Source: an optimization exercise on an open RTL-to-GDS flow (aim: small area and a short achievable clock period). Production flows keep margins and buffers that such runs may drop. In this exercise RTL edits were held to simulation tests only and were not proved equivalent to the original. No run shown here takes its clock network from TritonCTS; it comes from the design's own scripts or RTL. The flow treats the clock pin as an ideal source. Dropping or thinning the clock tree relies on that and would not hold on a real chip. Power and IR drop assume default switching activity.

## flow/design.v (module list and top-level ports; edited modules follow where they fit)
// module g_ao22: 3 lines
// module g_aoi21: 3 lines
// module g_inv: 3 lines
// module g_nand2: 3 lines
// module g_nand2b: 3 lines
// module g_nor2: 3 lines
// module g_oai21: 3 lines
// module g_xnor2: 3 lines
// module g_xor2: 3 lines
// module doubling_adder_top: 1821 lines
module doubling_adder_top (
  input  logic                  clk,
  input  logic                  arst_n,
  input  logic                  in_valid,
  input  logic [64-1:0] a,
  input  logic [64-1:0] b,
  input  logic                  cin,
  output logic [64:0]   sum,
  output logic                  out_valid
);
  // ...
==> flow/flow/run.sh <==
#!/bin/bash
# Layout flow: the standard flow (standard.sh, unchanged synthesis) with
#  - the port buffers of buffer_ports set to sky130_fd_sc_hd__buf_2, which
#    repair_timing sizes up where timing needs it (every port still gets its
#    own buffer);
#  - a small balanced clock tree (cts_tree.tcl) in place of TritonCTS: the clock
#    port drives four clock inverters, each driving two leaf clock inverters,
#    each leaf driving an eighth of the flip-flops (two inversions on every
#    path, so each acts as a buffer).
set -euo pipefail
HERE=$(cd "$(dirname "$0")" && pwd)
bash standard.sh finish BUFFER_PORTS_ARGS="-buffer_cell sky130_fd_sc_hd__buf_2" \
  PRE_CTS_TCL="$HERE/cts_tree.tcl" CTS_TOP_BUFS=4 CTS_LEAF_BUFS=2 \
  CTS_TOP_CELL=sky130_fd_sc_hd__clkinv_2 CTS_LEAF_CELL=sky130_fd_sc_hd__clkinv_8 \
  > standard_flow.log 2>&1
==> flow/flow/cts_tree.tcl <==
# Sourced by ORFS cts.tcl before it builds the clock tree (PRE_CTS_TCL).
# Replaces clock_tree_synthesis with a small balanced tree: the clock port
# drives CTS_TOP_BUFS cells, each of which drives CTS_LEAF_BUFS leaf cells (or
# the flip-flops directly when CTS_LEAF_BUFS is 0). The cells may be buffers or
# inverters; with inverters both levels invert, so every flip-flop still sees
# the clock's rising edge through two inversions, like a buffer. The flip-flops are split
# into groups of equal size by position (halves in x, then halves in y, ...),
# one group per leaf buffer, placed at the group's centre. Every flip-flop sees
# the same number and type of buffers, with no deliberate skew.
set ::cts_top  [expr {[info exists ::env(CTS_TOP_BUFS)]  ? $::env(CTS_TOP_BUFS)  : 4}]
set ::cts_leaf [expr {[info exists ::env(CTS_LEAF_BUFS)] ? $::env(CTS_LEAF_BUFS) : 2}]
set ::cts_top_cell  [expr {[info exists ::env(CTS_TOP_CELL)]  ? $::env(CTS_TOP_CELL)  : "sky130_fd_sc_hd__clkbuf_8"}]
set ::cts_leaf_cell [expr {[info exists ::env(CTS_LEAF_CELL)] ? $::env(CTS_LEAF_CELL) : "sky130_fd_sc_hd__clkbuf_16"}]

# items: list of {object x y}; split into n groups (n a power of two) of equal
# size by recursive bisection at the median, alternating between x and y.
proc cts_tree_split {items n axis} {
  if {$n <= 1} { return [list $items] }
  set idx [expr {$axis eq "x" ? 1 : 2}]
  set sorted [lsort -real -index $idx $items]
  set half [expr {[llength $sorted] / 2}]
  set other [expr {$axis eq "x" ? "y" : "x"}]
  return [concat [cts_tree_split [lrange $sorted 0 [expr {$half - 1}]] [expr {$n / 2}] $other] \
                 [cts_tree_split [lrange $sorted $half end] [expr {$n / 2}] $other]]
}

# Creates a buffer of cell $cell named $name driving the iterms of $items from
# net $in_net, placed at the centre of the items; returns {iterm x y} of its input.
proc cts_tree_buffer {name cell in_net items} {
  set block [ord::get_db_block]
  set master [[ord::get_db] findMaster $cell]
  set inst [odb::dbInst_create $block $master $name]
  set net [odb::dbNet_create $block "net_$name"]
  $net setSigType CLOCK
  set sx 0; set sy 0
  foreach item $items {
    lassign $item it x y
    $it disconnect
    $it connect $net
    set sx [expr {$sx + $x}]; set sy [expr {$sy + $y}]
  }
  set n [llength $items]
  set cx [expr {int($sx / $n)}]
  set cy [expr {int($sy / $n)}]
  $inst setLocation [expr {$cx - [$master getWidth] / 2}] [expr {$cy - [$master getHeight] / 2}]
  $inst setPlacementStatus PLACED
  set a [$inst findITerm A]
  $a connect $in_net
  foreach it [$inst getITerms] {
    if {[$it isOutputSignal]} { $it connect $net }
  }
  puts "cts_tree: $name ($cell) drives $n loads at ($cx, $cy)"
  return [list $a $cx $cy]
}

proc clock_tree_synthesis {args} {
  puts "cts_tree: $::cts_top x $::cts_top_cell, each driving $::cts_leaf x $::cts_leaf_cell (replaces clock_tree_synthesis $args)"
  set block [ord::get_db_block]
  set clk_net [$block findNet clk]
  set items {}
  foreach it [$clk_net getITerms] {
    set inst [$it getInst]
    lassign [$inst getLocation] x y
    set m [$inst getMaster]
    lappend items [list $it [expr {$x + [$m getWidth] / 2}] [expr {$y + [$m getHeight] / 2}]]
  }
  set t 0
  foreach top_group [cts_tree_split $items $::cts_top x] {
    if {$::cts_leaf > 0} {
      set leaves {}
      set l 0
      foreach leaf_group [cts_tree_split $top_group $::cts_leaf [expr {$::cts_top % 2 ? "x" : "y"}]] {
        set tmp [odb::dbNet_create $block "net_tmp_${t}_$l"]
        lappend leaves [cts_tree_buffer "clkbuf_leaf_${t}_$l" $::cts_leaf_cell $tmp $leaf_group]
        incr l
      }
      set top_in [cts_tree_buffer "clkbuf_top_$t" $::cts_top_cell $clk_net $leaves]
      foreach l [$block getNets] { if {[string match "net_tmp_*" [$l getName]] && [llength [$l getITerms]] == 0} { odb::dbNet_destroy $l } }
    } else {
      cts_tree_buffer "clkbuf_top_$t" $::cts_top_cell $clk_net $top_group
    }
    incr t
  }
  $clk_net setSigType CLOCK
  set_propagated_clock [all_clocks]
}
==> flow/standard.sh <==
#!/bin/bash
# synth_recipe.tcl (not shown) runs the flow's synth.tcl, then flattens the netlist and writes it again
# the make line also repeats each setting of config.mk as NAME=value (left out here)
make -C /OpenROAD-flow-scripts/flow DESIGN_CONFIG=/design/flow/config.mk WORK_HOME=/design/flow/orfs CLKGATE_MAP_FILE= SYNTH_SCRIPT=/design/flow/synth_recipe.tcl "${@:-finish}"
==> flow/config.mk <==
export PLATFORM = sky130hd
export DESIGN_NAME = doubling_adder_top
export DESIGN_NICKNAME = doubling_adder_top
export VERILOG_FILES = /design/flow/design.v
export SDC_FILE = /design/flow/constraint.sdc
export NUM_CORES = 4
export LEC_CHECK = 0
export CAP_MARGIN = 20
export CORE_MARGIN = 2
export CORE_UTILIZATION = 65
export HOLD_SLACK_MARGIN = 0.05
export SETUP_SLACK_MARGIN = 1.72
export SLEW_MARGIN = 20
export SYNTH_HIERARCHICAL = 1
export SYNTH_MINIMUM_KEEP_SIZE = 0
==> flow/constraint.sdc <==
create_clock -name core_clock -period 3.2 [get_ports {clk}]
set_input_delay 0.6400 -clock core_clock [delete_from_list [all_inputs] [get_ports {clk}]]
set_output_delay 0.6400 -clock core_clock [all_outputs]
set_load 0.01 [all_outputs]
==> results.cfg, run 1 <==
[sta]
slew-limit-headroom = 0.573
rsz0062_at_grt = yes
fmax_ghz = 0.663

[global_route]
grt_start_max_net_pins = 51
antenna_found_initial = 0
busiest_layer = met2

[layout]
seq_share = 0.333
largest_reg_flops = 65
fillers = 869
reg_top3 = sum x65, s_q x64, g_q x8
inv_count = 46
ff_latch_area_um2 = 3300

[die]
core_area_um2 = 12100
dieArea_um2 = 13400
start_util = 0.673

[pwr]
peakVddDrop_v = 0.000201
top_power_group = registers
switchingPower_mw = 1.72
p_int_mw = 3.13
clockPowerShare = 0.155

[clocking]
cts_hold_buf = 0
post-cts-setup-buffers = 8

[outcome]
status = finished clean

[synth]
muxShareOfSynthArea = 0
synth_seq_cells = 146
synth_top_family_by_area = simple AND/OR/NAND/NOR gates

[setup_path]
rr_endpoint = sum[47]
crit_type = register to output port

[routing]
wl_met2_mm = 9.06

[min_path]
hp-class = primary input to async pin
==> run 2, diff against run 1 <==
--- a/flow/flow/run.sh
+++ b/flow/flow/run.sh
@@ -11,5 +11,5 @@
 HERE=$(cd "$(dirname "$0")" && pwd)
 bash standard.sh finish BUFFER_PORTS_ARGS="-buffer_cell sky130_fd_sc_hd__buf_2" \
   PRE_CTS_TCL="$HERE/cts_tree.tcl" CTS_TOP_BUFS=4 CTS_LEAF_BUFS=2 \
-  CTS_TOP_CELL=sky130_fd_sc_hd__clkinv_2 CTS_LEAF_CELL=sky130_fd_sc_hd__clkinv_8 \
+  CTS_TOP_CELL=sky130_fd_sc_hd__clkinv_4 CTS_LEAF_CELL=sky130_fd_sc_hd__clkinv_8 \
   > standard_flow.log 2>&1
==> run 2 against run 1 <==
Effect of this change:
- via count up 0.26%
- die area unchanged
- wire length up 1.6%
- first-iteration DRC count down 3.9%
- fmax up 3.4%
- combinational power down 5%
- critical path type is now primary input to register
==> results.cfg, run 2 <==
[global_route]
grt-ovfl-total = 0
antenna_found_initial = 0
grt_pass1_wl_mm = 29.2
grt_start_max_net_pins = 51
grt_pass1_vias = 6684
grt_usage = 0.262

[layout]
final_nets = 1325
fin_cells = 1359
antennaDiodeCount = 0
ff_latch_area_um2 = 3300
fillers = 849
layout_common_cells = 194 x buf_2, 165 x nand2_1, 115 x nor2_1, 105 x xor2_1, 78 x o21ai_1
stdcell_area_um2 = 9950
layout_commonest_cell = buf_2
largest_reg_flops = 65
multi_input_area_um2 = 4990
reg_top3 = sum x65, s_q x64, g_q x8
largest-register = sum
fin_util = 0.822
drive_gt1_frac = 0.297
area_delta_synth_final_pct = 22.1

[min_path]
hp-class = register to register
min_from = s_q[6]

[synth]
synth_seq_cells = 146
postSynthCellCount = 963
syn-cell-area_um2 = 8150
synth_area_leaders = dfrtp_1 23%, dfxtp_1 17%, xor2_1 11%, xnor2_1 7.7%, nand2_1 7.6%
async_flop_share = 0.514
netlist-cell-type-count = 11
yosys.area_share.simple = 0.198
synth_area_per_cell_um2 = 8.46
muxShareOfSynthArea = 0
synth_fa_ha_area_frac = 0
yosysWarnings = 7
synth_compound_area_frac = 0.192
synth_xor_xnor_area_share = 0.190
synth_nets = 1095
yosysTopAreaCell = dfrtp_1
synth_commonest_cells = 166 x nand2_1, 158 x nor2_1, 105 x xor2_1
ys.flop_type = dfrtp_1
synth_top_family_by_area = simple AND/OR/NAND/NOR gates
seq_area_frac_synth = 0.405
synth_enable_flop_cells = 0
synth_top_area_frac = 0.230
yosys.cell_count.top_type = nand2_1

[die]
rows = 40
dieWidth_um = 116
num_io_pins = 198
dieArea_um2 = 13400
core_area_um2 = 12100
start_util = 0.673
chipHeight_um = 116

[sta]
post-route-period-util = 0.456
fmax_ghz = 0.686
fin_ws_ps = 1740
whs_ps = 454
period_needed_ps = 1460
rsz0062_at_grt = yes
finalHoldViolations = 0
setup_tns_ps = 0
worst_slew_pin_slew_ps = 631
setup_viol_count_final = 0
slew-limit-headroom = 0.579
drv_slew = 0
clock-skew-final_ps = 12.3

[routing]
vias_per_cell = 5.37
drc = 0
drt_iter0_drc = 367
ant_nets = 0
drt_first_pass_iters = 6
vias = 7302
wl_per_cell_um = 13.8
drt-total-wl_mm = 18.7

[setup_path]
endpoint_kind = register
timing.rr.start = valid_q
crit_path_start_kind = primary input
crit_type = primary input to register
path_max_fanout = 3
cp_data_arrival_time_ps = 1530
crit_path_start = b[49]
crit_required_ps = 3270

[place]
place.gp.congestion = 0.906
placed_area_um2 = 9410
dp_hpwl_mm = 13.7
pre_cts_slack_ps = 1220
port_buffers = 197
placed_cells = 1332

[job]
cap_violations = 0

[pwr]
total_power_mw = 4.79
peakVddDrop_v = 0.000202
p_leak_nw = 4.52
p_per_area_nw_per_um2 = 482

[clocking]
clk_latency_ps = 180
clk_pin_slew_ps = 80
cts_hold_buf = 0

[outcome]
status = finished clean
run 2: critical path, stage by stage:
cell	delay, ps
buf_2	130
nor2_2	160
nor2_1	110
a21oi_2	210
o21ai_1	120
xor2_1	160
run 2: kinds of logic (layout without fill, tap and decap cells):
| logic type | Yosys count | in the layout |
|---|---|---|
| AOI/OAI and AO/OA | 219 | 219 |
| DFF | 146 | 146 |
| and+or+nand+nor | 387 | 387 |
| xor gates and xnor gates | 177 | 177 |
| buffers and inverters | 34 | 262 |
run 2: final cells by class:
type / count / share of cell area
Inverter: 46 / 0.0298
Multi-Input combinational cell: 783 / 0.501
Sequential cell: 146 / 0.332
Tap cell: 168 / 0.0211
Timing Repair Buffer: 216 / 0.116
run 2: timing repair:
item                                    CTS  global route
hold endpoints to repair                  0             0
endpoints found under the setup margin   79            49
resized for setup                        22            55
pin swaps                                 4            12
setup buffers                             6             9
run 2: final timing paths:
path,to,slack (ps),cells after the start
setup / recovery,s_q[55],1740,6
hold / removal,sum[6],450,1
setup reg to reg,sum[63],1800,4
hold reg to reg,sum[6],450,1
max in group asynchronous,g_q[0],2040,2
min in group asynchronous,sum[23],470,1
run 2: layer usage:
layer,up-vias,wire (um),GRT usage
met5,-,0,0
met4,0,554,0.0738
met3,53,972,0.0235
met2,243,9220,0.480
met1,3359,7960,0.330
li1,3647,-,-
run 2: where the power goes:
group          internal (mW)  total, mW  switching (mW)
Clock                  0.132      0.774           0.642
Sequential              2.21       2.45           0.241
Combinational          0.734       1.57           0.834
Total                   3.08       4.79            1.72
run 2: Yosys stat by module, one instance, submodules excluded:
| module | cells | times used | cell area, um^2 | flops+latches |
|---|---|---|---|---|
| g_xnor2 | 1 | 72 | 8.76 | 0 |
| g_xor2 | 1 | 105 | 8.76 | 0 |
| g_nand2 | 1 | 166 | 3.75 | 0 |
| g_nor2 | 1 | 158 | 3.75 | 0 |
| g_nand2b | 1 | 63 | 6.26 | 0 |
| doubling_adder_top | 146 | 1 | 3300 | 146 |
| g_aoi21 | 1 | 59 | 8.76 | 0 |
| g_inv | 1 | 34 | 3.75 | 0 |
| g_ao22 | 1 | 65 | 8.76 | 0 |
| g_oai21 | 1 | 95 | 5.00 | 0 |

==> port drivers added, routing unchanged <==
In the flow no input, the clock included, has a driving cell. The finished layouts below were timed again as built, in two steps. Step 1: set_driving_cell puts a clkbuf_16 on clk and a buf_2 on each other input, an assumption about the parent block. Step 2 moves the port delays by t, midway between the first and last clock arrival at a register: inputs arrive t later, outputs are due t later. That takes back most of the time a late clock gives input paths. Three values: ideal ports, drivers, drivers and shift; two values: the first two.
| run | t, ns | setup slack, ns | worst data-port slew with drivers (ns) |
|---|---|---|---|
| run 1 | 0.345 | 1.692 / 1.619 / 1.468 | 0.06 |
| run 2 | 0.273 | 1.742 / 1.707 / 1.548 | 0.06 |
After both steps every run listed still meets setup and hold. The setup slack of run 1, which loses most, moves by -0.073 ns with the drivers and by -0.224 ns with both steps.
